This design comes from an exercise in tuning for small area, a short achievable clock period and few clock cycles per item on the open sky130 flow, not from production work. RTL that was checked went through simulation tests only; none was proved equivalent to the original. The RTL of runs 1 and 2 was laid out without a check of its function. Power and IR drop assume default switching activity.

==> design/flow/run.sh <==
#!/bin/bash
# synth_recipe.tcl (not shown) runs the flow's synth.tcl, then flattens the netlist and writes it again
# the make line also repeats each setting of config.mk as NAME=value (left out here)
make -C /OpenROAD-flow-scripts/flow DESIGN_CONFIG=/design/flow/config.mk WORK_HOME=/design/flow/orfs CLKGATE_MAP_FILE= SYNTH_SCRIPT=/design/flow/synth_recipe.tcl finish
==> design/flow/design.v <==
`default_nettype none
package bls_pkg;
    localparam int WIN_W      = 13;
    localparam int PITCH_W    = 16;
    localparam int BPP_W      = 4;
    localparam int COLOR_W    = 32;
    localparam int OFFSET_W   = 32;
    localparam int CFG_IDX_W  = 3;
    localparam int CFG_DATA_W = 32;
    typedef enum logic [CFG_IDX_W-1:0] {
        CFG_WIN_WIDTH     = 3'd0,
        CFG_WIN_HEIGHT    = 3'd1,
        CFG_ROW_PITCH     = 3'd2,
        CFG_BYTES_PER_PIX = 3'd3,
        CFG_DEFAULT_COLOR = 3'd4
    } cfg_reg_t;
    typedef enum logic {
        REQ_START = 1'b0,
        REQ_STEP  = 1'b1
    } req_type_t;
    localparam logic [WIN_W-1:0]   WIN_WIDTH_RST     = 13'd1920;
    localparam logic [WIN_W-1:0]   WIN_HEIGHT_RST    = 13'd1080;
    localparam logic [PITCH_W-1:0] ROW_PITCH_RST     = 16'd7680;
    localparam logic [BPP_W-1:0]   BYTES_PER_PIX_RST = 4'd4;
    localparam logic [COLOR_W-1:0] DEFAULT_COLOR_RST = 32'h00FF_FFFF;
endpackage
`default_nettype wire
`default_nettype none
import bls_pkg::*;
module bresenham_line_stepper_top (
    input  wire logic                            aclk,
    input  wire logic                            aresetn,
    input  wire logic                            cfg_wr_en,
    input  wire logic [bls_pkg::CFG_IDX_W-1:0]   cfg_index,
    input  wire logic [bls_pkg::CFG_DATA_W-1:0]  cfg_wdata,
    input  wire logic                            s_tvalid,
    output logic                                 s_tready,
    input  wire logic [103:0]                    s_tdata,
    input  wire logic                            s_tuser,
    output logic                                 m_tvalid,
    input  wire logic                            m_tready,
    output logic [103:0]                         m_tdata,
    output logic                                 m_tuser,
    output logic                                 m_tlast
);
    localparam int LW = 29;             
    logic [WIN_W-1:0]   win_width_reg;
    logic [WIN_W-1:0]   win_height_reg;
    logic [PITCH_W-1:0] row_pitch_reg;
    logic [BPP_W-1:0]   bpp_reg;
    logic [COLOR_W-1:0] default_color_reg;
    always_ff @(posedge aclk) begin
        if (!aresetn) begin
            win_width_reg     <= WIN_WIDTH_RST;
            win_height_reg    <= WIN_HEIGHT_RST;
            row_pitch_reg     <= ROW_PITCH_RST;
            bpp_reg           <= BYTES_PER_PIX_RST;
            default_color_reg <= DEFAULT_COLOR_RST;
        end else if (cfg_wr_en) begin
            case (cfg_index)
                CFG_WIN_WIDTH:     win_width_reg     <= cfg_wdata[WIN_W-1:0];
                CFG_WIN_HEIGHT:    win_height_reg    <= cfg_wdata[WIN_W-1:0];
                CFG_ROW_PITCH:     row_pitch_reg     <= cfg_wdata[PITCH_W-1:0];
                CFG_BYTES_PER_PIX: bpp_reg           <= cfg_wdata[BPP_W-1:0];
                CFG_DEFAULT_COLOR: default_color_reg <= cfg_wdata[COLOR_W-1:0];
                default: ;
            endcase
        end
    end
    logic               vld_reg, busy_reg, stp_reg, act_reg, pix_reg, last_reg;
    logic [1:0]         it_reg;
    logic [15:0]        x_reg, y_reg;
    logic [COLOR_W-1:0] col_reg;
    logic [15:0]        dx_reg, dy_reg;    
    logic               sxn_reg, syn_reg;
    logic signed [17:0] err_reg;
    logic [15:0]        cnt_reg;
    logic [LW-1:0]      lin_reg;
    logic [2:0]         syh_reg, syl_reg, sxh_reg, sxl_reg;
    logic [15:0]        in_sx, in_sy, in_ex, in_ey;
    logic [COLOR_W-1:0] in_color;
    logic               in_use_default;
    assign in_sx          = s_tdata[15:0];
    assign in_sy          = s_tdata[31:16];
    assign in_ex          = s_tdata[47:32];
    assign in_ey          = s_tdata[63:48];
    assign in_color       = s_tdata[95:64];
    assign in_use_default = s_tdata[96];
    logic accept, start, step, idle_step, recalc;
    assign s_tready  = !busy_reg && (!vld_reg || m_tready);
    assign accept    = s_tvalid && s_tready;
    assign start     = accept && (s_tuser == REQ_START);
    assign step      = accept && (s_tuser == REQ_STEP) && act_reg;
    assign idle_step = accept && (s_tuser == REQ_STEP) && !act_reg;
    assign recalc    = cfg_wr_en && act_reg && (cfg_index[2:1] == 2'b01);
    logic it_first, it_last, e_init;
    assign it_first = busy_reg && (it_reg == 2'd0);
    assign it_last  = busy_reg && (it_reg == 2'd3);
    assign e_init   = busy_reg && stp_reg && (it_reg == 2'd1);
    logic signed [18:0] twice;
    logic               mv_x, mv_y;
    assign twice = {err_reg, 1'b0};
    assign mv_x  = twice > -signed'({3'b000, dy_reg});
    assign mv_y  = twice < signed'({3'b000, dx_reg});
    logic               ax, ay;
    logic signed [17:0] err_base, err_new;
    assign ax       = e_init || mv_x;
    assign ay       = e_init || mv_y;
    assign err_base = e_init ? '0 : err_reg;
    assign err_new  = err_base - (ax ? signed'({2'b00, dy_reg}) : 18'sd0)
                               + (ay ? signed'({2'b00, dx_reg}) : 18'sd0);
    logic [16:0] dfx, dfy;
    assign dfx = {dx_reg[15], dx_reg} - {x_reg[15], x_reg};
    assign dfy = {dy_reg[15], dy_reg} - {y_reg[15], y_reg};
    function automatic logic [2:0] bdec(input logic [2:0] w);
        bdec = {w[2] && (w[1:0] != 2'b11), w[1] ^ w[0], (w == 3'b011) || (w == 3'b100)};
    endfunction
    function automatic logic [5:0] bpair(input logic [15:0] v, input logic [1:0] j);
        logic [16:0] ve;
        ve = {v, 1'b0};
        case (j)
            2'd0: bpair = {ve[16:14], ve[14:12]};
            2'd1: bpair = {ve[12:10], ve[10:8]};
            2'd2: bpair = {ve[8:6], ve[6:4]};
            default: bpair = {ve[4:2], ve[2:0]};
        endcase
    endfunction
    logic [15:0] sel_y, sel_x;
    logic [1:0]  sel_j;
    logic [5:0]  wy, wx;
    assign sel_y = start ? in_sy : y_reg;
    assign sel_x = start ? in_sx : x_reg;
    assign sel_j = (start || recalc) ? 2'd0 : it_reg + 2'd1;
    assign wy    = bpair(sel_y, sel_j);
    assign wx    = bpair(sel_x, sel_j);
    function automatic logic [LW-1:0] prow(input logic [2:0] s, input logic [15:0] m);
        logic [16:0] mag;
        mag = s[0] ? {m, 1'b0} : s[1] ? {1'b0, m} : 17'd0;
        prow = {{12{s[2]}}, mag ^ {17{s[2]}}};
    endfunction
    logic [2:0]    cyh, cyl, cxh, cxl;
    logic [LW-1:0] lin_base, r_yh, r_yl, r_xh, r_xl, s1, c1, s2, c2, s3, c3, lin_next;
    always_comb begin
        if (busy_reg) begin
            cyh = syh_reg;
            cyl = syl_reg;
            cxh = sxh_reg;
            cxl = sxl_reg;
            lin_base = it_first ? '0 : (lin_reg << 4);
        end else begin
            cyh = 3'b000;
            cxh = 3'b000;
            cyl = {mv_y && syn_reg, mv_y, 1'b0};
            cxl = {mv_x && sxn_reg, mv_x, 1'b0};
            lin_base = lin_reg;
        end
        lin_base[2] = lin_base[2] | cyh[2];
        r_yh = (prow(cyh, row_pitch_reg) << 2) | {27'd0, cxh[2], cyl[2]};
        r_xh = (prow(cxh, 16'(bpp_reg)) << 2) | {27'd0, cxh[2], cxl[2]};
        r_yl = prow(cyl, row_pitch_reg);
        r_xl = prow(cxl, 16'(bpp_reg));
        s1 = lin_base ^ r_yh ^ r_xh;
        c1 = ((lin_base & r_yh) | (lin_base & r_xh) | (r_yh & r_xh)) << 1;
        s2 = s1 ^ c1 ^ r_yl;
        c2 = ((s1 & c1) | (s1 & r_yl) | (c1 & r_yl)) << 1;
        s3 = s2 ^ c2 ^ r_xl;
        c3 = ((s2 & c2) | (s2 & r_xl) | (c2 & r_xl)) << 1;
        lin_next = s3 + c3;
    end
    always_ff @(posedge aclk) begin
        if (!aresetn) begin
            vld_reg  <= 1'b0;
            busy_reg <= 1'b0;
            act_reg  <= 1'b0;
        end else begin
            if (start) begin
                vld_reg  <= 1'b0;
                busy_reg <= 1'b1;
                act_reg  <= !((in_sx == in_ex) && (in_sy == in_ey));
            end else if (step) begin
                vld_reg  <= 1'b1;
                act_reg  <= (cnt_reg != 16'd1);
            end else if (idle_step) begin
                vld_reg  <= 1'b1;
            end else if (recalc) begin
                busy_reg <= 1'b1;
            end else if (it_last) begin
                vld_reg  <= stp_reg;
                busy_reg <= 1'b0;
            end else if (m_tready) begin
                vld_reg  <= 1'b0;
            end
        end
    end
    always_ff @(posedge aclk) begin
        if (start || recalc) it_reg <= 2'd0;
        else if (busy_reg) it_reg <= it_reg + 2'd1;
        if (start) stp_reg <= 1'b1;
        else if (recalc) stp_reg <= 1'b0;
        syh_reg <= bdec(wy[5:3]);
        syl_reg <= bdec(wy[2:0]);
        sxh_reg <= bdec(wx[5:3]);
        sxl_reg <= bdec(wx[2:0]);
    end
    always_ff @(posedge aclk) begin
        if (start) begin
            x_reg    <= in_sx;
            y_reg    <= in_sy;
            dx_reg   <= in_ex;
            dy_reg   <= in_ey;
            col_reg  <= in_use_default ? default_color_reg : in_color;
            pix_reg  <= 1'b1;
            last_reg <= (in_sx == in_ex) && (in_sy == in_ey);
        end else if (step) begin
            if (mv_x) x_reg <= x_reg + {{15{sxn_reg}}, 1'b1};
            if (mv_y) y_reg <= y_reg + {{15{syn_reg}}, 1'b1};
            last_reg <= (cnt_reg == 16'd1);
        end else if (idle_step) begin
            x_reg    <= '0;
            y_reg    <= '0;
            col_reg  <= '0;
            pix_reg  <= 1'b0;
            last_reg <= 1'b0;
        end
        if (it_first && stp_reg) begin
            dx_reg  <= dfx[16] ? 16'(-dfx) : dfx[15:0];
            dy_reg  <= dfy[16] ? 16'(-dfy) : dfy[15:0];
            sxn_reg <= dfx[16];
            syn_reg <= dfy[16];
        end
        if (step || e_init) err_reg <= err_new;
        if (e_init) cnt_reg <= err_new[17] ? dy_reg : dx_reg;
        else if (step) cnt_reg <= cnt_reg - 16'd1;
        if (step || busy_reg) lin_reg <= lin_next;
    end
    logic in_win;
    assign in_win = pix_reg && (x_reg[15:13] == 3'b000) && (y_reg[15:13] == 3'b000) &&
                    (x_reg[12:0] < win_width_reg) && (y_reg[12:0] < win_height_reg);
    assign m_tvalid = vld_reg;
    assign m_tuser  = pix_reg;
    assign m_tlast  = last_reg;
    assign m_tdata  = {7'b0, col_reg, 3'b000, in_win ? lin_reg : {LW{1'b0}}, in_win,
                       y_reg, x_reg};
endmodule
`default_nettype wire
==> design/flow/config.mk <==
export PLATFORM = sky130hd
export DESIGN_NAME = bresenham_line_stepper_top
export DESIGN_NICKNAME = bresenham_line_stepper_top
export VERILOG_FILES = /design/flow/design.v
export SDC_FILE = /design/flow/constraint.sdc
export NUM_CORES = 4
export LEC_CHECK = 0
export CAP_MARGIN = 20
export CORE_MARGIN = 2
export CORE_UTILIZATION = 40
export SLEW_MARGIN = 20
==> design/flow/constraint.sdc <==
create_clock -name core_clock -period 8.5 [get_ports {aclk}]
set_input_delay 1.7000 -clock core_clock [delete_from_list [all_inputs] [get_ports {aclk}]]
set_output_delay 1.7000 -clock core_clock [all_outputs]
set_load 0.01 [all_outputs]
==> results of run 1 <==
cells by family after synthesis:
| logic type | after synthesis |
|---|---|
| AOI/OAI and AO/OA | 525 |
| xor gates and xnor gates | 230 |
| adders and majority gates | 282 |
| buffers and inverters | 365 |
| DFF | 259 |
| muxes | 55 |
| other | 1 |
| and+or+nand+nor | 823 |
cell usage in the layout, fill, tap and decap left out, drive strengths merged, types with 39 or more instances in the layout:
| master | n |
|---|---|
| xnor2 | 152 |
| nand3 | 59 |
| nand2 | 390 |
| a21oi | 92 |
| clkbuf | 42 |
| mux2i | 50 |
| nor2 | 145 |
| a21o | 51 |
| nor3 | 48 |
| a21boi | 41 |
| ha | 180 |
| and2 | 39 |
| inv | 257 |
| clkdlybuf4s50 | 233 |
| fa | 102 |
| o21ai | 149 |
| xor2 | 78 |
| edfxtp | 162 |
| dfxtp | 97 |
worst max-delay path, delay by kind of cell, from the launching register on:
kind / cells / cell delay, ps
simple gates: 8 / 1890
fa+ha+maj: 7 / 2540
buf+inv: 2 / 250
xor+xnor: 2 / 230
compound gates: 11 / 2320
flops: 1 / 490
layout make-up:
| class | count | share of cell area [%] |
|---|---|---|
| inverter | 253 | 3.57 |
| timing repair buffer | 266 | 9.74 |
| sequential | 259 | 25.6 |
| antenna | 1 | 0.00940 |
| clock buffer | 42 | 3.58 |
| multi-input combinational | 1925 | 53.1 |
| clock inverter | 22 | 0.935 |
| tap | 748 | 3.51 |
routing by layer:
metal | global-route usage, % | vias to the layer above | share of wire, %
met5 | 0 | - | 0.019
met4 | 6.85 | 2 | 2.7
met3 | 3.20 | 99 | 6.2
met2 | 38.4 | 569 | 45
met1 | 33.7 | 9046 | 46
li1 | - | 9117 | -
through the flow:
| step | cell area [µm²] | cells | setup WS [ps] |
|---|---|---|---|
| 2_1_floorplan | 22300 | 2549 | 382 |
| 3_3_place_gp | 25400 | 3450 | 473 |
| 3_5_place_dp | 25400 | 3451 | 353 |
| 4_1_cts | 26600 | 3515 | 335 |
| 5_1_grt | 26600 | 3516 | 46.8 |
| 6_report | 26600 | 3516 | 531 |
worst paths after layout:
| kind | from | end | slack [ps] | depth (start not counted) |
|---|---|---|---|---|
| worst max-delay path | dy_reg[0] | lin_reg[27] | 530 | 30 |
| worst min-delay path | default_color_reg[26] | default_color_reg[26] | 470 | 2 |
| worst max register to register | dy_reg[0] | lin_reg[27] | 530 | 30 |
| worst min register to register | default_color_reg[26] | default_color_reg[26] | 470 | 2 |
power groups by stage:
stage | clock network (mW) | logic [mW] | registers (mW)
CTS | 1.58 | 6.03 | 2.19
finish | 1.56 | 6.04 | 2.19
detailed placement | 0 | 5.98 | 2.21
floorplan | 0 | 4.68 | 2.04
global route | 1.62 | 6.83 | 2.21
global placement | 0 | 5.84 | 2.21
==> impl.org, run 1 <==
** Outcome
- The flow ran to the end and the layout has no timing, DRC or antenna violations.

** GRT
- The first global-routing pass estimated 106 mm of wire.
- Via count of the first global-routing pass :: 18500
- For this run, the total global-route usage over all layers was measured as 23.9%.
- Entering global routing, the biggest net connects 82 pins.
- The number of antenna violations at the first check in global routing came to 2.
- Summed over all layers, the global routing overflow is 0.

** Finish
- Synth-to-layout area growth :: 19.6%
- Registers take 6810 µm².
- Summing all multi-input logic gate instances after layout gives 14100 µm².
- Post-Route Utilization :: 48.3%
- The filler cells instantiated in the layout total 5344.
- At the end of the flow, the number of nets in the layout was 3167.
- Layout cells sized above 1 :: 4.48%

** Route
- WL final :: 69.2 mm
- The first detailed-routing pass ran for 8 iterations.
- Vias :: 18800
- For this run, design rule violations remaining after detail routing come to 0.
- Dividing the detail-routed wire length by the instance count gives 19.7 µm.
- In the routed layout, each cell is associated on average with a via count of 5.36.
- Number of routed nets with antenna violations :: 0
- The detailed router finished its first iteration with 1422 violations.

** Clock network
- The number of clock buffers added by TritonCTS is 35.
- The H-tree was split into 2 levels.
- Hold-fix buffer count after cts :: 0
- Clock edge transition at the registers on the reported setup and hold paths :: 60 ps
- TritonCTS clock tree :: built
- Number of post-CTS setup repair buffers :: 0
- Post-CTS repair changed the size of 0 cells.
- Maximum buffer depth of the clock tree :: 3
- Clk Latency, worst-skew pair :: 550 ps
- Buffer type at the clock tree root :: clkbuf_16
- Clock sink count :: 259

** Logic synthesis
- The cell area that synthesis handed to floorplanning was 22300 µm².
- Area fraction in and, or, nand and nor cells after synthesis :: 16.7%
- Share of the synthesized area in the top cell type :: 21.9%
- Area fraction in compound gates after synthesis :: 15.5%
- Counting flops and latches in the post-synthesis netlist gives 259.
- By area, the combinational part of the netlist is dominated by adder cells.
- Average footprint of a synthesized cell :: 8.76 µm²
- Cell types with the largest area share after synthesis :: edfxtp_1 (22%), ha_1 (10%), fa_1 (9.2%), dfxtp_1 (8.7%), nand2_1 (6.6%)
- Post-synthesis cell type with the largest combined area :: edfxtp_1
- Proportion of synthesized chip area in sequential cells :: 30.6%
- In the post-synthesis netlist, the cell with the most instances is nand2_1.
- Ranking of synthesized cells by instance count :: nand2_1 (389), inv_1 (253), ha_1 (180)
- Predominant post-synthesis flop cell :: edfxtp_1
- Number of enable flip-flop cells after synthesis :: 162
- After synthesis, the netlist uses 74 different library cells.
- Proportion of synthesized flip-flops having asynchronous set or reset :: 0%
- Synthesized-area fraction occupied by adder cells :: 19.3%
- Synthesis produced 2540 cells.
- Count of warnings emitted by yosys :: 1
- After Yosys synthesis, XOR and XNOR cells account for 9.05% of the synthesized area.
- Mux contribution to synthesized area :: 2.50%

** Setup path
- STA classifies the critical path endpoint as a register.
- Slowest stage cell, crit path :: fa_1
- STA classifies the critical path startpoint as a register.
- Req. time, crit path :: 8800 ps
- Highest cell delay on the worst timing path :: 520 ps
- Worst Path Max Fanout :: 5
- Most frequent cell on the critical path :: fa_1
- The critical path in this run is classified as register to register.
- At the worst endpoint, the arrival time is 8260 ps.

** Floorplan
- Die ar. :: 57600 µm²
- The initialized floorplan defines 86 standard-cell rows.
- Boundary pin count :: 253
- Effective utilization at floorplan :: 40.4%
- Core footprint :: 55100 µm²
- Chip Width :: 240 µm
- Measured along the y axis, the die boundary spans 240 µm.

** Power
- Internal power :: 5.47 mW
- Pwr Density :: 367 nW/µm²
- Maximum vdd drop :: 0.242 mV
- In this run, flip-flops and latches consume 22.4% of the power.
- Leakage power :: 11.2 nW
- Share of power burned in the clock network :: 15.9%
- The design draws 9.78 mW.
- Total net switching power :: 4.31 mW
- Net switching is 44.0% of the power.
- The share of total power dissipated in combinational logic is 61.7%.

** Timing
- Tmin final :: 7970 ps
- Final slew viol count :: 0
- After routing, the total negative slack on setup checks comes to 0 ps.
- For this run, the top clock speed supported by timing is 125 MHz.
- On the final layout, the worst hold slack is 467 ps.
- Clock skew :: 12.6 ps
- Setup repair after global routing left no endpoint under its margin.
- Measured against its own limit, the worst slew margin works out to 26.1%.
- Dividing the final minimum period by the clock period gives 93.7%.
- Pin slew with the least headroom to its limit :: 1110 ps
- The number of hold violations in the final report came to 0.
- Setup violations remaining at the end of the flow were counted as 0.

** Job
- Max Cap Violations :: 0

** Place
- I/O Buffers :: 235
- The congestion estimate from routability-driven global placement came to 0.911.
- DPL Wire Length :: 54.3 mm

** Hold path
- The worst hold path belongs to the class register to register.
==> run 2, diff against run 1 <==
--- a/design/flow/config.mk
+++ b/design/flow/config.mk
@@ -7,2 +7,3 @@
 export LEC_CHECK = 0
+export ABC_CLOCK_PERIOD_IN_PS = 4000
 export CAP_MARGIN = 20
@@ -10,2 +11,3 @@
 export CORE_UTILIZATION = 40
+export SETUP_SLACK_MARGIN = 4.3
 export SLEW_MARGIN = 20
==> run 2 against run 1 <==
Effect of this change: sequential power hardly changed; clock skew is 9.0 ps higher; non-clock buffer count is 84 higher; clock power is 4% lower; worst hold slack worse by 2.1 ps; sequential share of layout area is 1.5 points lower; final cell count is 2.3% higher; critical endpoint is now lin_reg[28]; highest routed layer is now met4.
==> impl.org, run 2 <==
** Outcome
- Run status :: finished clean (unchanged)

** Timing
- The worst-case headroom to the max-slew limit was 28.0% (was 26.1%).
- The slew at the pin with the worst max-slew slack is 1080 ps (was 1110 ps).
- Crit share post-route :: 85.4% (was 93.7%)
- Setup TNS :: 0 ps (unchanged)
- Final Hold Viols :: 0 (unchanged)
- The minimum clock period came to 7260 ps (was 7970 ps).
- The final clock skew came to 21.6 ps (was 12.6 ps).
- Final count of negative-setup-slack endpoints :: 0 (unchanged)
- Timing-limited maximum frequency :: 138 MHz (was 125 MHz)
- The max-slew violation count came to 0 (unchanged).
- Setup repair after global routing missed its margin: yes (was no).

** Logic synthesis
- The biggest area consumer among synthesized cells is edfxtp_1 (unchanged).
- Post-synthesis instance area :: 22300 µm² (unchanged)
- The proportion of synthesized chip area in sequential cells was 30.6% (unchanged).
- The yosys synthesis warning count is 1 (unchanged).
- The area fraction of the dominant cell type after synthesis was 21.9% (unchanged).
- Number of standard cells after synthesis :: 2540 (unchanged)
- The number of enable-type register cells in the synthesized netlist is 162 (unchanged).
- Cell types with the largest area share after synthesis :: edfxtp_1 (22%), ha_1 (10%), fa_1 (9.2%), dfxtp_1 (8.7%), nand2_1 (6.6%) (unchanged)
- The number of storage elements in the synthesis netlist is 259 (unchanged).
- Average footprint of a synthesized cell :: 8.76 µm² (unchanged)
- Predominant post-synthesis flop cell :: edfxtp_1 (unchanged)
- Ranking of synthesized cells by instance count: nand2_1 (389), inv_1 (253), ha_1 (180) (unchanged).
- The count of unique library cells instantiated by Yosys was 74 (unchanged).
- Most repeated cell in the gate-level netlist after synthesis :: nand2_1 (unchanged)
- Proportion of synthesized flip-flops having asynchronous set or reset :: 0% (unchanged)

** GRT
- The combined global-route utilization of all metal layers was 24.9% (was 23.9%).
- Total global routing overflow :: 0 (unchanged)
- The maximum number of pins on one net before global-route repair was 82 (unchanged).
- Wire length of the first global-routing pass :: 110 mm (was 106 mm)
- The number of antenna violations at the first check in global routing is 1 (was 2).
- The number of global-route vias before repair came to 19200 (was 18500).

** Finish
- Fillers :: 5181 (was 5344)
- The synthesis-to-layout area growth is 26.9% (was 19.6%).
- The footprint of the multi-input gates came to 14800 µm² (was 14100 µm²).
- The most common cell after layout, fill and taps aside was nand2_1 (unchanged).
- Layout cells sized above 1 :: 12.6% (was 4.48%)
- # nets final :: 3250 (was 3167)
- Combined flip-flop and latch cell area :: 6810 µm² (unchanged)
- Most frequent cells in the layout :: nand2_1 (384), inv_1 (248), clkdlybuf4s50_1 (200) (was nand2_1 (388), inv_1 (252), clkdlybuf4s50_1 (233))

** Power
- Leakage power :: 12.0 nW (was 11.2 nW)
- The areal power density over the cells is 398 nW/µm² (was 367 nW/µm²).
- The total power after layout is 11.2 mW (was 9.78 mW).
- The switching share of power was 43.9% (was 44.0%).
- Total net switching power :: 4.93 mW (was 4.31 mW)
- The fraction of power consumed by sequential logic is 19.6% (was 22.4%).
- Share of power burned in the clock network :: 13.4% (was 15.9%)
- The maximum ir drop on the vdd rail is 0.349 mV (was 0.242 mV).
- Logic pwr share :: 67.0% (was 61.7%)
- Internal power :: 6.31 mW (was 5.47 mW)

** Route
- Number of iterations in the first detailed-routing pass :: 8 (unchanged)
- WL final :: 72.6 mm (was 69.2 mm)
- The post-detailed-route count of antenna-violating nets was 0 (unchanged).
- The via count of the routed design was 19600 (was 18800).
- The DRC violation count after routing came to 0 (unchanged).
- Routed wirelength normalized by instance count :: 20.2 µm (was 19.7 µm)
- The ratio of routed vias to standard cells was 5.46 (was 5.36).
- The number of design-rule violations left by the first detailed-router iteration is 1659 (was 1422).

** Place
- The final weighted congestion of routability-driven global placement is 0.919 (was 0.911).
- I/O Buffers :: 235 (unchanged)
- DPL Wire Length :: 53.9 mm (was 54.3 mm)

** Clock network
- Clock sink count :: 259 (unchanged)
- Maximum buffer depth of the clock tree :: 3 (unchanged)
- Buffer type at the clock tree root :: clkbuf_16 (unchanged)
- The number of clock buffers inserted by TritonCTS was 34 (was 35).
- TritonCTS clock tree :: built (unchanged)
- The clock slew at the register clock pins of the worst setup and hold paths is 70 ps (was 60 ps).
- The number of H-tree levels was 2 (unchanged).
- Clk Latency, worst-skew pair :: 560 ps (was 550 ps)

** Setup path
- The worst setup path category was register to register (unchanged).
- Req. time, crit path :: 8800 ps (about the same)
- Most frequent cell on the critical path :: or3_4 (was fa_1)
- The nature of the critical path endpoint is a register (unchanged).
- Delay-heaviest family, CP :: compound AO/OA/AOI/OAI gates (was adder cells)
- Crit path buf inv count :: 5 (was 2)
- The nature of the critical path startpoint is a register (unchanged).
- Worst Path Max Fanout :: 3 (was 5)
- Highest cell delay on the worst timing path :: 560 ps (was 520 ps)
- Data arrival time of the critical path :: 7560 ps (was 8260 ps)
- The cell with the largest stage delay on the worst path was fa_1 (unchanged).

** Floorplan
- Effective utilization at floorplan :: 40.4% (unchanged)
- The chip height was 240 µm (unchanged).
- Chip Width :: 240 µm (unchanged)
- Core footprint :: 55100 µm² (unchanged)
- The number of rows created at floorplan came to 86 (unchanged).
- Die ar. :: 57600 µm² (unchanged)
- The I/O pin count is 253 (unchanged).

** Hold path
- The type of the tightest min-delay check is register to register (unchanged).

** Job
- Max Cap Violations :: 0 (unchanged)
-- run 2: cell counts after synthesis --
Identical to the previous run, type by type.
-- run 2: final cells by class --
class	count	area share (%)
diodes	1	0.00886
clock buffers	40	3.31
clock inverters	21	0.722
inverters	253	3.36
multi-input cells	1925	52.4
flip-flops and latches	259	24.1
well taps	748	3.31
repair buffers	350	12.7
-- run 2: logic make-up (layout without fill, tap and decap cells) --
| family | after synthesis | in the layout | share of synthesized area, % |
|---|---|---|---|
| mux | 55 | 55 | 2.50 |
| xor+xnor | 230 | 230 | 9.05 |
| other cells | 1 | 11 | 0.0168 |
| flops | 259 | 259 | 30.6 |
| buf+inv | 365 | 664 | 6.34 |
| simple gates | 823 | 823 | 16.7 |
| compound gates | 525 | 525 | 15.5 |
| fa+ha+maj | 282 | 282 | 19.3 |
-- run 2: worst reg2reg max path, delay by kind of cell, from the launching register on --
family                   cells  cell delay (ps)
AND/OR/NAND/NOR              7             1560
AO/OA/AOI/OAI               11             2150
adder cells (fa/ha/maj)      6             2030
buffers and inverters        5              590
flip-flops                   1              420
XOR/XNOR                     2              280
-- run 2: timing repair --
action	4_1_cts	5_1_grt
resized for setup	246	67
hold endpoints to repair	0	0
cloned	4	0
hold buffers	0	0
buffers inserted	58	28
pin swaps	56	26
endpoints found under the setup margin	121	122
-- run 2: layer usage --
metal | vias up | part of all wire (%) | GRT usage, % | wire length [µm]
li1 | 9270 | - | - | -
met1 | 9511 | 45 | 34.8 | 32600
met2 | 745 | 44 | 38.8 | 32300
met3 | 97 | 7.8 | 4.72 | 5640
met4 | 0 | 2.9 | 8.09 | 2080
met5 | - | 0 | 0 | 0
-- run 2: power groups by stage --
stage	sequential (mW)	combinational, mW	clock, mW
2_1_floorplan	2.05	4.78	0
3_3_place_gp	2.23	5.94	0
3_5_place_dp	2.23	6.05	0
5_1_grt	2.23	8.35	1.57
4_1_cts	2.20	7.01	1.52
6_report	2.20	7.53	1.50
-- run 2: through the flow --
step | util (%) | setup WS (ps) | cells | cell area (µm²) | hold WS (ps)
3_5_place_dp | 46.3 | 793 | 3444 | 25500 | 456
6_report | 51.3 | 1240 | 3597 | 28300 | 465
3_3_place_gp | 46.3 | 876 | 3444 | 25500 | 449
5_1_grt | 51.3 | 1000 | 3597 | 28300 | 490
4_1_cts | 50.2 | 1270 | 3567 | 27700 | 468
2_1_floorplan | - | 1380 | 2549 | 22600 | 440
-- run 2: final timing paths --
check                                 startpoint                to  depth (start not counted)  slack (ps)
worst max-delay path                   dy_reg[1]       lin_reg[28]                         31        1240
worst min register to register  win_width_reg[3]  win_width_reg[3]                          2         460
worst min-delay path            win_width_reg[3]  win_width_reg[3]                          2         460
worst max register to register         dy_reg[1]       lin_reg[28]                         31        1240
==> run 3, diff against run 2 <==
--- a/design/flow/design.v
+++ b/design/flow/design.v
@@ -75,3 +75,3 @@
     logic               sxn_reg, syn_reg;
-    logic signed [17:0] err_reg;
+    logic signed [18:0] f1_reg, f2_reg;
     logic [15:0]        cnt_reg;
@@ -95,18 +95,19 @@
     assign recalc    = cfg_wr_en && act_reg && (cfg_index[2:1] == 2'b01);
-    logic it_first, it_last, e_init;
+    logic it_first, it_last;
     assign it_first = busy_reg && (it_reg == 2'd0);
     assign it_last  = busy_reg && (it_reg == 2'd3);
-    assign e_init   = busy_reg && stp_reg && (it_reg == 2'd1);
-    logic signed [18:0] twice;
-    logic               mv_x, mv_y;
-    assign twice = {err_reg, 1'b0};
-    assign mv_x  = twice > -signed'({3'b000, dy_reg});
-    assign mv_y  = twice < signed'({3'b000, dx_reg});
-    logic               ax, ay;
-    logic signed [17:0] err_base, err_new;
-    assign ax       = e_init || mv_x;
-    assign ay       = e_init || mv_y;
-    assign err_base = e_init ? '0 : err_reg;
-    assign err_new  = err_base - (ax ? signed'({2'b00, dy_reg}) : 18'sd0)
-                               + (ay ? signed'({2'b00, dx_reg}) : 18'sd0);
+    logic mv_x, mv_y;
+    assign mv_x = !f1_reg[18];
+    assign mv_y = f2_reg[18];
+    logic               f_init;
+    logic signed [18:0] dx2, dy2, f1_base, f2_base, f1_new, f2_new;
+    assign f_init  = busy_reg && stp_reg && (it_reg == 2'd1);
+    assign dx2     = {2'b00, dx_reg, 1'b0};
+    assign dy2     = {2'b00, dy_reg, 1'b0};
+    assign f1_base = f_init ? ~{3'b000, dy_reg} : f1_reg;
+    assign f2_base = f_init ? {3'b000, dx_reg} : f2_reg;
+    assign f1_new  = f1_base + ((f_init || mv_y) ? dx2 : 19'sd0)
+                             - ((!f_init && mv_x) ? dy2 : 19'sd0);
+    assign f2_new  = f2_base + ((!f_init && mv_y) ? dx2 : 19'sd0)
+                             - ((f_init || mv_x) ? dy2 : 19'sd0);
     logic [16:0] dfx, dfy;
@@ -230,4 +231,7 @@
         end
-        if (step || e_init) err_reg <= err_new;
-        if (e_init) cnt_reg <= err_new[17] ? dy_reg : dx_reg;
+        if (step || f_init) begin
+            f1_reg <= f1_new;
+            f2_reg <= f2_new;
+        end
+        if (f_init) cnt_reg <= (dx_reg < dy_reg) ? dy_reg : dx_reg;
         else if (step) cnt_reg <= cnt_reg - 16'd1;
--- a/design/flow/config.mk
+++ b/design/flow/config.mk
@@ -7,3 +7,2 @@
 export LEC_CHECK = 0
-export ABC_CLOCK_PERIOD_IN_PS = 4000
 export CAP_MARGIN = 20
@@ -11,3 +10,2 @@
 export CORE_UTILIZATION = 40
-export SETUP_SLACK_MARGIN = 4.3
 export SLEW_MARGIN = 20
==> run 3 against run 2 <==
Effect of this change: final cell count rose by 4.9%; worst hold slack got worse by 0.50 ps; utilization fell by 3.8 points; sequential power rose by 12%; register-to-register slack improved by 660 ps; critical endpoint is now lin_reg[27]; largest power group unchanged.
==> impl.org, run 3 <==
** Setup path
- Worst Setup Start Kind :: register (unchanged)
- Worst Path Max Fanout :: 21 (was 3)
- The critical path buffer and inverter count was 4 (was 5).
- The cell with the largest stage delay on the worst path was dfxtp_1 (was fa_1).
- Delay-heaviest family, CP :: adder cells (was compound AO/OA/AOI/OAI gates)
- The endpoint arrival time on the critical path is 6900 ps (was 7560 ps).
- The delay of the slowest critical-path stage came to 810 ps (was 560 ps).
- Req. time, crit path :: 8810 ps (was 8800 ps)
- The nature of the critical path endpoint was a register (unchanged).
- The worst setup path category was register to register (unchanged).
- The critical path goes through inv_1 -> ha_1 -> buf_4 -> nor2_1 -> nand2_1 -> o21ai_0 -> fa_1 -> inv_1 -> fa_1 -> fa_1 -> inv_1 -> ha_1 -> a2111o_1 -> o21ai_0 -> o21ai_0 -> o41ai_1 -> o211a_1 -> a21oi_1 -> xor2_1.
- The number of gates on the worst path with buffers counted is 19 (was 31).
- Number of cells on the worst reg-to-reg path :: 19 (was 31)

** Power
- Leakage power :: 12.1 nW (was 12.0 nW)
- Maximum vdd drop :: 0.636 mV (was 0.349 mV)
- The total power after layout came to 11.8 mW (was 11.2 mW).
- The areal power density over the cells was 413 nW/µm² (was 398 nW/µm²).

** Logic synthesis
- Post-synthesis instance area :: 24300 µm² (was 22300 µm²)
- The share of flip-flops with an asynchronous set or reset after synthesis is 0% (unchanged).
- The cell with the most instances after synthesis is nand2_1 (unchanged).
- Ranking of synthesized cells by instance count: nand2_1 (382), inv_1 (308), nor2_1 (186) (was nand2_1 (389), inv_1 (253), ha_1 (180)).
- The count of unique library cells instantiated by Yosys came to 80 (was 74).
- Number of enable flip-flop cells after synthesis :: 180 (was 162)
- The number of instances in the synthesized netlist is 2782 (was 2540).
- The number of storage elements in the synthesis netlist is 277 (was 259).
- Predominant post-synthesis flop cell :: edfxtp_1 (unchanged)
- The area fraction of the dominant cell type after synthesis came to 22.3% (was 21.9%).
- The synthesized area divided by synthesized cell count is 8.72 µm² (was 8.76 µm²).
- The biggest area consumer among synthesized cells is edfxtp_1 (unchanged).
- Count of warnings emitted by yosys :: 1 (unchanged)
- The proportion of synthesized chip area in sequential cells came to 30.3% (was 30.6%).
- Cell types with the largest area share after synthesis :: edfxtp_1 (22%), fa_1 (9.9%), ha_1 (9.0%), dfxtp_1 (8.0%), nand2_1 (5.9%) (was edfxtp_1 (22%), ha_1 (10%), fa_1 (9.2%), dfxtp_1 (8.7%), nand2_1 (6.6%))

** Route
- Number of iterations in the first detailed-routing pass :: 6 (was 8)
- Number of routed nets with antenna violations :: 0 (unchanged)
- Vias :: 20700 (was 19600)
- The number of design-rule violations left by the first detailed-router iteration was 1602 (was 1659).
- The DRC violation count after routing came to 0 (unchanged).
- The routed length on met2 was 35.9 mm (was 32.3 mm).
- Met3 Routed Length :: 5.21 mm (was 5.64 mm)
- The sum of routed wire length over all layers came to 78.2 mm (was 72.6 mm).
- The average detailed-routed wire length per instance is 20.7 µm (was 20.2 µm).
- Top routing layer in use :: met4 (unchanged)
- DR vias/cell :: 5.49 (was 5.46)
- Met1 Routed Length :: 34.5 mm (was 32.6 mm)

** Clock network
- The clock net sink count is 277 (was 259).
- The number of clock buffers inserted by TritonCTS came to 36 (was 34).
- The clock slew at the register clock pins of the worst setup and hold paths was 60 ps (was 70 ps).
- H-tree depth reported by CTS :: 2 (unchanged)
- The master cell of the clock root buffer is clkbuf_16 (unchanged).
- The post-CTS resize count came to 0 (was 246).
- The clock tree from TritonCTS was built (unchanged).
- Maximum buffer depth of the clock tree :: 3 (unchanged)
- Number of post-CTS setup repair buffers :: 0 (was 58)
- The number of buffers inserted by hold repair at cts is 0 (unchanged).
- The later-pin clock latency in the skew report came to 570 ps (was 560 ps).

** Floorplan
- Core footprint :: 60100 µm² (was 55100 µm²)
- The floorplan die area was 62700 µm² (was 57600 µm²).
- Boundary pin count :: 253 (unchanged)
- Std-Cell Rows :: 90 (was 86)
- Chip Width :: 250 µm (was 240 µm)
- Effective utilization at floorplan :: 40.4% (about the same)
- The chip height is 250 µm (was 240 µm).

** Timing
- The slew at the pin with the worst max-slew slack was 1060 ps (was 1080 ps).
- The minimum clock period was 6600 ps (was 7260 ps).
- Crit share post-route :: 77.6% (was 85.4%)
- Relative slew margins :: 29.1% (was 28.0%)
- Final Hold Viols :: 0 (unchanged)
- The setup TNS is 0 ps (unchanged).
- Setup repair after global routing missed its margin :: no (was yes)
- Clock skew :: 35.3 ps (was 21.6 ps)
- Final count of negative-setup-slack endpoints :: 0 (unchanged)
- Final slew viol count :: 0 (unchanged)
- The achievable clock frequency was 152 MHz (was 138 MHz).

** GRT
- The number of global-route vias before repair is 20400 (was 19200).
- The global-route wire length before repair is 120 mm (was 110 mm).
- Total global routing overflow :: 0 (unchanged)
- The number of antenna violations at the first check in global routing was 0 (was 1).
- The maximum number of pins on one net before global-route repair is 82 (unchanged).
- The combined global-route utilization of all metal layers came to 24.7% (was 24.9%).

** Place
- Routability Congestion :: 0.912 (was 0.919)
- The number of port buffers was 235 (unchanged).
- The final HPWL from detailed placement is 59.6 mm (was 53.9 mm).

** Finish
- The synthesis-to-layout area growth was 17.8% (was 26.9%).
- Most common library cell in the layout ignoring fill and taps :: nand2_1 (unchanged)
- Most frequent cells in the layout :: nand2_1 (381), inv_1 (308), clkdlybuf4s50_1 (233) (was nand2_1 (384), inv_1 (248), clkdlybuf4s50_1 (200))
- Layout cells sized above 1 :: 4.65% (was 12.6%)
- The final net count came to 3401 (was 3250).

** Hold path
- The worst hold path cell count came to 2 (unchanged).
- The type of the tightest min-delay check is register to register (unchanged).

** Outcome
- Run status :: finished clean (unchanged)

** Job
- Max Cap Violations :: 0 (unchanged)
[run 3: cell type report]
| class | instances | area, µm² |
|---|---|---|
| Timing Repair Buffer | 261 | 2560 |
| Clock buffer | 48 | 1060 |
| Clock inverter | 18 | 149 |
| Fill cell | 5744 | 31600 |
| Inverter | 311 | 1170 |
| Sequential cell | 277 | 7350 |
| Multi-Input combinational cell | 2074 | 15300 |
| Tap cell | 782 | 978 |
| Antenna cell | 1 | 2.50 |
[run 3: cells by family (layout without fill, tap and decap cells)]
group	after synthesis	count (layout)	share of synthesized area, %
buf+inv	440	638	7.01
other cells	1	11	0.0155
flops	277	277	30.3
mux	82	82	3.52
xor+xnor	221	221	7.98
fa+ha+maj	295	295	18.9
compound gates	615	615	16.7
simple gates	851	851	15.5
[run 3: path summary, 6_finish.rpt]
check,slack (ps),end,start
setup / recovery,1900,lin_reg[27],it_reg[0]
setup reg to reg,1900,lin_reg[27],it_reg[0]
hold / removal,460,default_color_reg[29],default_color_reg[29]
hold reg to reg,460,default_color_reg[29],default_color_reg[29]
[run 3: metal layers]
metal	vias up	track usage [%]
met4	0	8.08
met2	690	40.0
met3	126	3.79
met1	9966	33.8
met5	-	0
li1	9928	-
[run 3: power by group]
group / internal (mW) / switching, mW / leakage [nW]
registers: 2.12 / 0.349 / 2.50
clock network: 0.917 / 0.656 / 0.594
logic: 3.36 / 4.39 / 9.05
[run 3: metrics by stage]
step                worst slack (ps)  instances  utilization (%)  area, µm²  hold WS, ps
global route                    1480       3771             47.5      28600          482
finish                          1900       3772             47.5      28600          464
global placement                2020       3704             45.5      27300          452
detailed placement              1960       3704             45.5      27300          460
floorplan                       2150       2791                -      24300          440
CTS                             1980       3770             47.5      28600          467
[run 3: tightest hold or removal path, stage by stage, from the launching register on]
cell,delay (ps)
dfxtp_1,300
nand2_1,40
a21boi_0,60
Testbench counts of run 3, summed over its fixed seeds: cycles 307,970, items 279,162.
==> run 4, diff against run 3 <==
--- a/design/flow/config.mk
+++ b/design/flow/config.mk
@@ -7,2 +7,3 @@
 export LEC_CHECK = 0
+export ABC_CLOCK_PERIOD_IN_PS = 4000
 export CAP_MARGIN = 20
@@ -10,2 +11,3 @@
 export CORE_UTILIZATION = 40
+export SETUP_SLACK_MARGIN = 4.3
 export SLEW_MARGIN = 20
==> run 4 against run 3 <==
Effect of this change: design area is 8.5% higher; worst hold slack improved by 0.86 ps; sequential power is essentially flat; fmax grew 29%; register-to-register slack better by 1500 ps; synthesized cell count unchanged; clock power increased by 3%; setup slack better by 1500 ps; synthesized area is the same.
==> impl.org, run 4 <==
** Outcome
- Run status: finished clean (unchanged).

** Route
- DR vias/cell :: 5.61 (was 5.49)
- The first-pass iteration count of the detailed router is 6 (unchanged).
- The post-detailed-route count of antenna-violating nets came to 0 (unchanged).
- Remaining DRCs :: 0 (unchanged)
- The number of design-rule violations left by the first detailed-router iteration is 1824 (was 1602).
- The average detailed-routed wire length per instance was 21.2 µm (was 20.7 µm).
- Vias :: 21800 (was 20700)
- WL final :: 82.1 mm (was 78.2 mm)

** Power
- The clock group share of total power was 11.8% (was 13.3%).
- The total power after layout came to 13.8 mW (was 11.8 mW).
- The areal power density over the cells is 444 nW/µm² (was 413 nW/µm²).
- Proportion of power drawn by flip-flops and latches :: 17.7% (was 20.9%)
- Logic pwr share :: 70.6% (was 65.7%)
- Maximum vdd drop :: 0.362 mV (was 0.636 mV)
- The total net switching power came to 6.24 mW (was 5.39 mW).
- Internal power :: 7.55 mW (was 6.40 mW)
- Leakage power :: 13.1 nW (was 12.1 nW)
- The switching share of power is 45.2% (was 45.7%).

** Floorplan
- Effective utilization at floorplan :: 40.4% (unchanged)
- The floorplan die area came to 62700 µm² (unchanged).
- Boundary pin count :: 253 (unchanged)
- Core footprint :: 60100 µm² (unchanged)
- The number of rows created at floorplan was 90 (unchanged).
- The horizontal die dimension came to 250 µm (unchanged).
- Die Ht :: 250 µm (unchanged)

** Finish
- Most common library cell in the layout ignoring fill and taps :: nand2_1 (unchanged)
- Antenna diode count :: 0 (was 1)
- The synthesis-to-layout area growth was 27.8% (was 17.8%).
- Most frequent cells in the layout: nand2_1 (371), inv_1 (294), clkdlybuf4s50_1 (201) (was nand2_1 (381), inv_1 (308), clkdlybuf4s50_1 (233)).
- Finished layout cell area :: 31000 µm² (was 28600 µm²)
- Layout cells sized above 1 :: 15.0% (was 4.65%)
- The final net count was 3510 (was 3401).

** Clock network
- The master cell of the clock root buffer was clkbuf_16 (unchanged).
- TritonCTS clock tree :: built (unchanged)
- Maximum buffer depth of the clock tree :: 3 (unchanged)
- The clock net sink count is 277 (unchanged).
- Clk Latency, worst-skew pair :: 580 ps (was 570 ps)
- The number of buffers inserted by hold repair at cts was 0 (unchanged).
- H-tree depth reported by CTS :: 2 (unchanged)
- Number of clock buffers inserted by TritonCTS :: 36 (unchanged)
- Clock edge transition at the registers on the reported setup and hold paths :: 60 ps (about the same)

** Setup path
- Reg-to-reg critical path endpoint :: lin_reg[28] (was lin_reg[27])
- The critical path data required time came to 8800 ps (was 8810 ps).
- Worst reg2reg setup slack :: 3380 ps (was 1900 ps)
- The top fanout value on the critical path came to 7 (was 21).
- Startpoint of the worst setup timing path :: busy_reg (was it_reg[0])
- The beginning of the worst register-to-register path is busy_reg (was it_reg[0]).
- The worst setup path category was register to register (unchanged).
- The worst reg-to-reg path cell count came to 19 (unchanged).
- The endpoint arrival time on the critical path is 5420 ps (was 6900 ps).
- The nature of the critical path startpoint was a register (unchanged).
- The nature of the critical path endpoint is a register (unchanged).

** Timing
- Setup repair after global routing missed its margin :: yes (was no)
- Relative slew margins :: 31.3% (was 29.1%)
- Setup slack of the critical path after layout :: 3380 ps (was 1900 ps)
- Timing-limited maximum frequency :: 195 MHz (was 152 MHz)
- The setup TNS was 0 ps (unchanged).
- The minimum clock period was 5120 ps (was 6600 ps).
- The total setup violations reported at the end of the flow was 0 (unchanged).
- The slew at the pin with the worst max-slew slack is 1030 ps (was 1060 ps).
- The final clock skew is 31.2 ps (was 35.3 ps).
- The max-slew violation count came to 0 (unchanged).
- Crit share post-route :: 60.3% (was 77.6%)
- Final Hold Viols :: 0 (unchanged)

** Logic synthesis
- The yosys synthesis warning count is 1 (unchanged).
- The synthesized area divided by synthesized cell count came to 8.72 µm² (unchanged).
- Ranking of synthesized cells by instance count: nand2_1 (382), inv_1 (308), nor2_1 (186) (unchanged).
- Number of enable flip-flop cells after synthesis :: 180 (unchanged)
- The count of unique library cells instantiated by Yosys is 80 (unchanged).
- Predominant post-synthesis flop cell :: edfxtp_1 (unchanged)
- The share of flip-flops with an asynchronous set or reset after synthesis came to 0% (unchanged).
- Post-synthesis cell type with the largest combined area :: edfxtp_1 (unchanged)
- Proportion of synthesized chip area in sequential cells :: 30.3% (unchanged)
- The cell area after synthesis came to 24300 µm² (unchanged).
- Number of standard cells after synthesis :: 2782 (unchanged)
- The area fraction of the dominant cell type after synthesis came to 22.3% (unchanged).
- The cell with the most instances after synthesis is nand2_1 (unchanged).
- Cell types with the largest area share after synthesis: edfxtp_1 (22%), fa_1 (9.9%), ha_1 (9.0%), dfxtp_1 (8.0%), nand2_1 (5.9%) (unchanged).
- The number of storage elements in the synthesis netlist is 277 (unchanged).

** GRT
- Met1 Resource Use GR :: 35.7% (was 33.8%)
- The most used routing layer in global routing is met2 (unchanged).
- The combined global-route utilization of all metal layers is 25.5% (was 24.7%).
- Largest net degree at the start of global routing :: 82 (unchanged)
- The overall overflow remaining after global route is 0 (unchanged).
- The met3 track utilization from global routing was 4.16% (was 3.79%).
- Met2 usage :: 40.6% (was 40.0%)
- Antenna violations before repair :: 1 (was 0)
- The number of global-route vias before repair came to 21200 (was 20400).
- The global-route wire length before repair came to 125 mm (was 120 mm).

** Place
- The cell area after placement came to 27600 µm² (was 27300 µm²).
- The number of port buffers came to 235 (unchanged).
- The final weighted congestion of routability-driven global placement is 0.939 (was 0.912).
- Pre-CTS setup slack :: 2170 ps (was 1960 ps)
- DPL Wire Length :: 59.1 mm (was 59.6 mm)

** Hold path
- The worst min-delay path endpoint is default_color_reg[26] (was default_color_reg[29]).
- The worst min-delay path startpoint is default_color_reg[26] (was default_color_reg[29]).
- Hold Crit Class :: register to register (unchanged)
- Cell depth of the worst hold path :: 2 (unchanged)

** Job
- The number of max-capacitance violations reported was 0 (unchanged).
## run 4: cell type report
| cell class | instances | area [µm²] |
|---|---|---|
| Tap cell | 782 | 978 |
| Fill cell | 5516 | 29100 |
| Clock buffer | 49 | 1060 |
| Inverter | 311 | 1210 |
| Sequential cell | 277 | 7380 |
| Multi-Input combinational cell | 2074 | 16400 |
| Clock inverter | 17 | 171 |
| Timing Repair inverter | 1 | 11.3 |
| Timing Repair Buffer | 369 | 3770 |
## run 4: power groups by stage
stage	Combinational (mW)	Clock (mW)	Sequential (mW)
finish	9.73	1.62	2.44
global route	10.8	1.70	2.46
CTS	8.77	1.65	2.42
detailed placement	7.81	0	2.47
global placement	7.58	0	2.47
floorplan	6.16	0	2.30
## run 4: kinds of logic after synthesis
group	count (synthesis)	share of synthesized area, %
and+or+nand+nor	851	15.5
AOI/OAI and AO/OA	615	16.7
buffers and inverters	440	7.01
adders and majority gates	295	18.9
DFF	277	30.3
xor gates and xnor gates	221	7.98
muxes	82	3.52
other	1	0.0155
## run 4: worst max-delay path, stage by stage (launching register included)
cell and delay, ps:
dfxtp_4 410, buf_12 180, nand2_8 70, inv_6 30, a21o_1 190, fa_1 510
inv_1 60, fa_1 500, inv_2 40, fa_2 580, ha_4 220, a211oi_4 230
o21bai_2 120, a2111oi_4 350, o41a_1 310, nand3_2 160, a31o_4 250, o41a_1 360
mux2i_1 170, nand4_1 90
## run 4: metrics by stage
| step | hold slack [ps] | cells | utilization (%) |
|---|---|---|---|
| floorplan | 440 | 2791 | - |
| global placement | 451 | 3699 | 45.8 |
| detailed placement | 457 | 3700 | 45.8 |
| CTS | 468 | 3833 | 50.0 |
| global route | 485 | 3880 | 51.6 |
| finish | 465 | 3880 | 51.6 |
## run 4: worst max-delay path by stage
stage / endpoint / cells past startpoint / slack [ps]
after floorplan: lin_reg[28] / 17 / 3090
after global placement: lin_reg[28] / 18 / 2240
after detailed placement: lin_reg[28] / 20 / 2170
after CTS: m_tdata[40] / 12 / 3490
after global routing: lin_reg[28] / 19 / 3280
final: lin_reg[28] / 19 / 3380
## run 4: metal layers
layer | share of wire (%) | up-vias
met5 | 0 | -
met4 | 3.1 | 0
met3 | 7.5 | 136
met2 | 45 | 830
met1 | 44 | 10600
li1 | - | 10200
## run 4: timing repair
action | CTS | global route
gates cloned | 9 | 4
gates resized for setup | 268 | 140
endpoints found under the setup margin | 86 | 69
setup buffers | 58 | 42
pin swaps | 46 | 79
endpoints found under the hold margin | 0 | 0

-- separate check: timing with driven ports --
How much do the figures lean on ideal ports? The routed layouts below were timed once more, with nothing changed but the port constraints. Step 1: set_driving_cell puts a clkbuf_16 on aclk and a buf_2 on each other input, an assumption about the parent block. Step 2 adds t to the input delays and takes it off the output delays; t is the mean of the earliest and latest rising clock arrival at the registers after step 1. Input paths then give back, and output paths get back, about the clock's delay inside the block. Three values: ideal, step 1, step 2; two values: the first two.
| run | shift t [ns] | setup WS [ns] | worst setup path after step 2 | slew at the worst register clock pin (ns) |
|---|---|---|---|---|
| run 1 | 0.603 | 0.531 / 0.531 / 0.531 | register to register | 0.06 / 0.06 |
| run 2 | 0.602 | 1.244 / 1.244 / 1.244 | register to register | 0.07 / 0.07 |
| run 3 | 0.608 | 1.905 / 1.905 / 1.905 | register to register | 0.06 / 0.06 |
| run 4 | 0.621 | 3.377 / 3.377 / 3.377 | register to register | 0.06 / 0.06 |
After both steps every run listed still meets setup and hold.
